This design comes from an exercise in tuning for small area on the open sky130 flow, not from production work.
Only simulation tests tie the RTL to the original design; equivalence was not proved.
No activity file was given, so power comes from the tool's default toggle rates.

== run A ==
==> flow/design.v (excerpt) <==
module tag_mem_arb
#(
    parameter int DATA_W     = 16,
    parameter int ADDR_W     = 6,
    parameter int NUM_CH     = 2,
    parameter int LOCK_DEPTH = tag_mem_pkg::DEF_LOCK_DEPTH,
    parameter logic [DATA_W-1:0] INIT_VAL = DATA_W'(tag_mem_pkg::DEF_INIT_VAL),
    localparam int DEPTH     = 2 ** ADDR_W,
    localparam int IDX_W     = tag_mem_pkg::clog2(NUM_CH)
) (
    input  logic                     clk,
    input  logic                     rst,
    input  logic [NUM_CH-1:0]        req_valid,
    output logic [NUM_CH-1:0]        req_ready,
    input  logic [NUM_CH-1:0]        req_we,
    input  logic [NUM_CH*ADDR_W-1:0] req_addr,
    input  logic [NUM_CH*DATA_W-1:0] req_wdata,
    output logic                     rsp_valid,
    output logic [IDX_W-1:0]         rsp_ch,
    output logic [DATA_W-1:0]        rsp_data,
    output logic                     rsp_err,
    input  logic                     i_lock,
    output logic                     o_locked
);
clock: 6.0 ns
lec_check: 0
cap_margin: 0
core_margin: 2
core_utilization: 40
cts_buf_list: sky130_fd_sc_hd__clkbuf_8
cts_cluster_diameter: 60
cts_cluster_size: 18
setup_slack_margin: 0.2
slew_margin: 0
synth_hierarchical: 1
standard.sh (not shown) runs the stock make flow with config.mk's settings and CLKGATE_MAP_FILE= SYNTH_SCRIPT=/design/flow/synth_recipe.tcl, a recipe that flattens the netlist after the stock synthesis.
==> flow/flow/run.sh <==
#!/bin/bash
set -euo pipefail
export BUFFER_PORTS_ARGS="-buffer_cell sky130_fd_sc_hd__buf_1"
export CTS_ARGS="-sink_clustering_enable -repair_clock_nets -buf_list sky130_fd_sc_hd__clkbuf_8 -sink_clustering_size 18 -sink_clustering_max_diameter 60 -dont_use_dummy_load"
bash standard.sh finish > flow.log 2>&1
For run B, these inputs were changed with respect to run A:
- SLEW_MARGIN now 20, was 0
- CTS_CLUSTER_DIAMETER now 50, was 60
- CAP_MARGIN now 20, was 0
- CTS_CLUSTER_SIZE now 16, was 18
==> flow/flow/run.sh <==
#!/bin/bash
set -euo pipefail
export BUFFER_PORTS_ARGS="-buffer_cell sky130_fd_sc_hd__buf_2"
export CTS_ARGS="-sink_clustering_enable -repair_clock_nets -buf_list sky130_fd_sc_hd__clkbuf_8 -sink_clustering_size 16 -sink_clustering_max_diameter 50 -dont_use_dummy_load"
export RECOVER_POWER=100
bash standard.sh finish > flow.log 2>&1
==> summary.txt <==
- STATUS run=run B STAGES=ALL_DONE FINAL_CHECKS=FAILED CAUSE=max-capacitance violations, max-slew violations
- Run B -> run A: number of remaining DRC errors delta 0, exact match
- Run B — relative area change from synthesis to final layout 1.3 points higher, run A as reference
- Of the two values seen for critical path capture point, rsp_data[9] was produced by run A and rsp_data[6] by run B.
- Run B vs run A, instance count: run B higher
- Run B does worse than run A on worst setup slack.
- Changes observed in run B relative to run A: clock skew fell 0.021 ns; wire length -about 2.2%; initial detailed-routing violation count shrank by 374; horizontal die dimension now sits at about the same level; met1 layer usage reported by global route fell 1.5 points.
- Between run B and run A, it is run B whose power is higher, by 0.00047 W.
- Run B: met2 demand-to-capacity share in global routing 0.25 points below run A
#### Input delta (run C over run B)
- GPL_TIMING_DRIVEN now 0, previously not set
==> flow/flow/run.sh <==
#!/bin/bash
set -euo pipefail
export BUFFER_PORTS_ARGS="-buffer_cell sky130_fd_sc_hd__buf_2"
export CTS_ARGS="-sink_clustering_enable -repair_clock_nets -buf_list sky130_fd_sc_hd__clkbuf_8 -sink_clustering_size 16 -sink_clustering_max_diameter 50 -dont_use_dummy_load"
bash standard.sh finish > flow.log 2>&1
==> summary.txt <==
Run C went all the way through the flow, and no timing, DRC or antenna check failed.
Compared with run B, in run C combinational group power +about 9%; wire length -about 2.4%; headroom to the max-slew limit +190 points; footprint of the flip-flops and latches ~0 delta.
Relative to run B, fraction of power consumed by combinational cells has gone up in run C.
met4 as the top layer reached by signal wires was reported by run C, and met5 by run B.
For run D, these inputs were changed with respect to run C:
- removing GPL_TIMING_DRIVEN (formerly 0)
==> comparison <==
Summary of run D over run C: largest net degree at the start of global routing shows an increase of 82%, sequential share of layout area shows an increase of 0.81 points, final cell utilization of the core shows a reduction of 0.69 points, wire length on met2 shows an increase of about 0.3%, worst-case setup margin in the final layout shows an increase of 0.098 ns.

afterwards: timing with drivers on the ports:
No port has a modelled driver above. Below, the same layouts with a new extraction and two added sets of constraints. Step 1, drivers: a clkbuf_16 drives clk and a buf_2 each remaining input, both assumed. Step 2, shift: input delay + t, output delay - t, t = (earliest + latest rising clock arrival at the registers) / 2. This alone moves slack from input paths to output paths. Slacks: no drivers / after step 1 / after step 2; pairs: no drivers / after step 1.
| run | t, ns | setup slack, ns | hold WS [ns] | worst register clock-pin slew, ns | cell pins on the clock port's net |
|---|---|---|---|---|---|
| run A | 0.768 | 0.247 / 0.183 / 0.951 | 0.268 / 0.233 / 0.458 | 0.12 / 0.12 | 1 |
| run B | 0.804 | 0.039 / -0.026 / -0.178 | 0.303 / 0.260 / 0.445 | 0.10 / 0.10 | 1 |
| run C | 0.796 | 0.202 / 0.140 / -0.285 | 0.303 / 0.267 / 0.451 | 0.10 / 0.10 | 1 |
| run D | 0.795 | 0.301 / 0.240 / 1.035 | 0.311 / 0.271 / 0.447 | 0.10 / 0.10 | 1 |
For run C, which loses most, drivers alone change the setup slack by -0.062 ns; drivers and shift together by -0.487 ns.
